This is an optimization exercise on Yosys and OpenROAD, whose aim is small area, a short achievable clock period and few clock cycles per item, not a production implementation.
Function was checked by simulation only, so behaviour that the tests miss may differ from the original.

## maple
## pid_cell
module pid_cell #(
    parameter int                     DATA_WIDTH = 32,
    parameter int                     DATA_SIZE  = 128,
    parameter int                     FRAC_BITS  = pid_pkg::FRAC_BITS_DEF,
    parameter logic signed [DATA_WIDTH-1:0] OUT_MAX = 32'h7FFFFFFF,
    parameter logic signed [DATA_WIDTH-1:0] OUT_MIN = 32'h80000000
) (
    input  logic                  aclk,
    input  logic                  aresetn,
    input  logic [DATA_SIZE-1:0]  regs_in,
    input  logic                  param_en,
    input  logic [DATA_WIDTH-1:0] s_data,
    input  logic                  s_valid,
    output logic                  s_ready,
    output logic [DATA_WIDTH-1:0] m_data,
    output logic                  m_valid,
    input  logic                  m_ready,
    output logic                  busy
);
    localparam int W  = DATA_WIDTH;
    localparam int NG = W / 2;           
    localparam int CS = 32;              
    localparam logic signed [W-1:0] SMAX = {1'b0, {(W-1){1'b1}}};
    localparam logic signed [W-1:0] SMIN = {1'b1, {(W-1){1'b0}}};
    localparam bit FULL_RANGE = (OUT_MAX == SMAX) && (OUT_MIN == SMIN);
    logic signed [W-1:0] sp;
    logic [NG-1:0]       kp_o, kp_t, kp_n, ki_o, ki_t, ki_n, kd_o, kd_t, kd_n;
    logic                kp_s, ki_s, kd_s;             
    logic signed [W-1:0] e_prev, integ;
    logic signed [W+1:0] k_se;                         
    logic                pending;
    logic                v0, v1, v2, v3;
    logic [W-1:0]        y0;
    logic signed [W-1:0] e1, de1;
    logic [CS-1:0]       pa2, pb2, ia2, ib2, da2, db2;
    logic                pc2, ic2, dc2, pz2, iz2, dz2, pu2, iu2, du2, ps2, is2, ds2;
    logic signed [W-1:0] p3, in3, d3;
    logic                skid_v;
    logic [W-1:0]        skid;
    logic adv, acc, out_free, load_g;
    assign adv      = !skid_v;
  ...
Size in the first run: ~12,000 cells after synthesis, roughly 750 flip-flops, ~200 I/O pins, about 110,000 µm² of cells after synthesis.
Settings: LEC_CHECK=0, ABC_AREA=1, CAP_MARGIN=20, CORE_MARGIN=2, CORE_UTILIZATION=55, SLEW_MARGIN=20, SYNTH_HIERARCHICAL=1, SYNTH_MINIMUM_KEEP_SIZE=0, TNS_END_PERCENT=5; clock period 16.0 ns.
standard.sh (not shown) runs the stock make flow with config.mk's settings and CLKGATE_MAP_FILE= SYNTH_SCRIPT=/design/flow/synth_recipe.tcl, a recipe that flattens the netlist after the stock synthesis.
==> flow/flow/run.sh <==
#!/bin/bash
set -euo pipefail
bash standard.sh finish SETUP_SLACK_MARGIN=11.5 > standard_finish.log 2>&1
maple finished end to end and its layout was clean on timing, DRC and antenna.
Testbench counts of maple, summed over its fixed seeds: cycles 2,240, items 2,048.
Input-level comparison between tundra and maple:
diff --git a/flow/design.v b/flow/design.v
--- a/flow/design.v
+++ b/flow/design.v
@@ -998,23 +998,23 @@
     localparam int CS = 32;              
     localparam logic signed [W-1:0] SMAX = {1'b0, {(W-1){1'b1}}};
     localparam logic signed [W-1:0] SMIN = {1'b1, {(W-1){1'b0}}};
     localparam bit FULL_RANGE = (OUT_MAX == SMAX) && (OUT_MIN == SMIN);
     logic signed [W-1:0] sp;
     logic [NG-1:0]       kp_o, kp_t, kp_n, ki_o, ki_t, ki_n, kd_o, kd_t, kd_n;
     logic                kp_s, ki_s, kd_s;             
-    logic signed [W-1:0] e_prev, integ;
+    logic signed [W-1:0] e_prev, integ;     
     logic signed [W+1:0] k_se;                         
     logic                pending;
     logic                v0, v1, v2, v3;
     logic [W-1:0]        y0;
-    logic signed [W-1:0] e1, de1;
+    logic signed [W-1:0] de1;
     logic [CS-1:0]       pa2, pb2, ia2, ib2, da2, db2;
     logic                pc2, ic2, dc2, pz2, iz2, dz2, pu2, iu2, du2, ps2, is2, ds2;
-    logic signed [W-1:0] p3, in3, d3;
+    logic signed [W:0]   pd3;              
     logic                skid_v;
     logic [W-1:0]        skid;
     logic adv, acc, out_free, load_g;
     assign adv      = !skid_v;
     assign acc      = s_valid && s_ready;
     assign out_free = !m_valid || m_ready;
     function automatic logic signed [W-1:0] sat1(input logic signed [W:0] v);
@@ -1063,35 +1063,36 @@
     logic [NG-1:0] rp_o, rp_t, rp_n, ri_o, ri_t, ri_n, rd_o, rd_t, rd_n;
     logic          rp_s, ri_s, rd_s;
     pid_booth u_enc_p (.b(regs_in[pid_pkg::WORD_KP*W +: W]), .bo(rp_o), .bt(rp_t), .bn(rp_n), .bs(rp_s));
     pid_booth u_enc_i (.b(regs_in[pid_pkg::WORD_KI*W +: W]), .bo(ri_o), .bt(ri_t), .bn(ri_n), .bs(ri_s));
     pid_booth u_enc_d (.b(regs_in[pid_pkg::WORD_KD*W +: W]), .bo(rd_o), .bt(rd_t), .bn(rd_n), .bs(rd_s));
     logic [CS-1:0] pa_t, pb_t, ia_t, ib_t, da_t, db_t;
     logic          pc_t, ic_t, dc_t, pz_t, iz_t, dz_t, pu_t, iu_t, du_t, ps_t, is_t, ds_t;
-    pid_mul_t u_mt_p (.a(e1),  .bo(kp_o), .bt(kp_t), .bn(kp_n), .bs(kp_s), .ra(pa_t), .rb(pb_t),
+    pid_mul_t u_mt_p (.a(e_prev),  .bo(kp_o), .bt(kp_t), .bn(kp_n), .bs(kp_s), .ra(pa_t), .rb(pb_t),
                       .cin(pc_t), .ok0(pz_t), .ok1(pu_t), .sgn(ps_t));
-    pid_mul_t u_mt_i (.a(e1),  .bo(ki_o), .bt(ki_t), .bn(ki_n), .bs(ki_s), .ra(ia_t), .rb(ib_t),
+    pid_mul_t u_mt_i (.a(e_prev),  .bo(ki_o), .bt(ki_t), .bn(ki_n), .bs(ki_s), .ra(ia_t), .rb(ib_t),
                       .cin(ic_t), .ok0(iz_t), .ok1(iu_t), .sgn(is_t));
     pid_mul_t u_mt_d (.a(de1), .bo(kd_o), .bt(kd_t), .bn(kd_n), .bs(kd_s), .ra(da_t), .rb(db_t),
                       .cin(dc_t), .ok0(dz_t), .ok1(du_t), .sgn(ds_t));
     logic [W-1:0] p_w, i_w, d_w;
     logic         p_r, i_r, d_r;
     pid_mul_a u_ma_p (.ra(pa2), .rb(pb2), .cin(pc2), .ok0(pz2), .ok1(pu2), .sw(p_w), .inr(p_r));
     pid_mul_a u_ma_i (.ra(ia2), .rb(ib2), .cin(ic2), .ok0(iz2), .ok1(iu2), .sw(i_w), .inr(i_r));
     pid_mul_a u_ma_d (.ra(da2), .rb(db2), .cin(dc2), .ok0(dz2), .ok1(du2), .sw(d_w), .inr(d_r));
     logic signed [W-1:0] p_c, i_c, d_c, integ_next;
+    logic signed [W:0]   pd_c;
     always_comb begin
         p_c        = p_r ? p_w : {ps2, {(W-1){~ps2}}};
         i_c        = i_r ? i_w : {is2, {(W-1){~is2}}};
         d_c        = d_r ? d_w : {ds2, {(W-1){~ds2}}};
         integ_next = clamp_out($signed({{2{integ[W-1]}}, integ}) + $signed({{2{i_c[W-1]}}, i_c}));
+        pd_c       = $signed({p_c[W-1], p_c}) + $signed({d_c[W-1], d_c});
     end
     logic signed [W-1:0] res;
-    assign res = clamp_out($signed({{2{p3[W-1]}}, p3}) + $signed({{2{in3[W-1]}}, in3})
-                         + $signed({{2{d3[W-1]}}, d3}));
+    assign res = clamp_out($signed({pd3[W], pd3}) + $signed({{2{integ[W-1]}}, integ}));
     assign load_g = (param_en || pending) && !acc && !v0 && !(v1 && !adv);
     logic pending_n, skid_v_n, mvalid_n;
     always_comb begin
         pending_n = (param_en || pending) && !load_g;
         skid_v_n  = skid_v ? !out_free : (v3 && !out_free);
         mvalid_n  = out_free ? (skid_v || v3) : m_valid;
     end
@@ -1158,15 +1159,14 @@
             busy    <= (adv ? (acc || v0 || v1 || v2) : (v0 || v1 || v2 || v3))
                     || mvalid_n || skid_v_n;
         end
     end
     always_ff @(posedge aclk) begin
         if (adv) begin
             y0  <= s_data;
-            e1  <= e_c;
             de1 <= de_c;
             pa2 <= pa_t;
             pb2 <= pb_t;
             pc2 <= pc_t;
             pz2 <= pz_t;
             pu2 <= pu_t;
             ps2 <= ps_t;
@@ -1178,15 +1178,13 @@
             is2 <= is_t;
             da2 <= da_t;
             db2 <= db_t;
             dc2 <= dc_t;
             dz2 <= dz_t;
             du2 <= du_t;
             ds2 <= ds_t;
-            p3  <= p_c;
-            in3 <= integ_next;
-            d3  <= d_c;
+            pd3 <= pd_c;
         end
         if (!skid_v && v3 && !out_free) skid <= res;
         if (out_free) m_data <= skid_v ? skid : res;
     end
 endmodule
Notes after the runs:
Side by side, full die area turned out lower in tundra than in maple.
The flip-flop and latch count in maple is 1.15 times that in tundra.
Critical path's slowest cell: sky130_fd_sc_hd__fa_1 -> maple, sky130_fd_sc_hd__dfrtp_2 -> tundra
Between tundra and maple, it is tundra whose final hold slack is higher, by 6.2 ps.
Diff maple -> tundra: worst setup margin has increased; share of synthesized cell area in full adder, half adder and majority cells up 0.39 points; final cycle utilization of the critical path went down; non-clock buffer total of the final layout increased by about 2.5% relative to the old numbers.
Critical path depth was higher in tundra than in maple.
Synthesis-to-layout area growth: maple and tundra compared, higher one is tundra
Testbench counts of tundra, summed over its fixed seeds: cycles 2,240, items 2,048.

[static timing again, ports no longer ideal]
How much do the figures lean on ideal ports? The routed layouts below were timed once more, with nothing changed but the port constraints. Step 1, drivers: a clkbuf_16 drives aclk and a buf_2 each remaining input, both assumed. Step 2, shift: input delay + t, output delay - t, t = (earliest + latest rising clock arrival at the registers) / 2. This alone moves slack from input paths to output paths. Three values: ideal, step 1, step 2; two values: the first two.
run | shift t [ns] | setup slack, ns | hold slack, ns
maple | 0.836 | 11.085 / 11.085 / 10.499 | 0.483 / 0.483 / 0.483
tundra | 0.841 | 11.226 / 11.226 / 10.614 | 0.490 / 0.490 / 0.490
After both steps setup and hold are still met in every run listed. The setup slack of tundra, which loses most, moves by 0.000 ns with the drivers and by -0.612 ns with both steps.
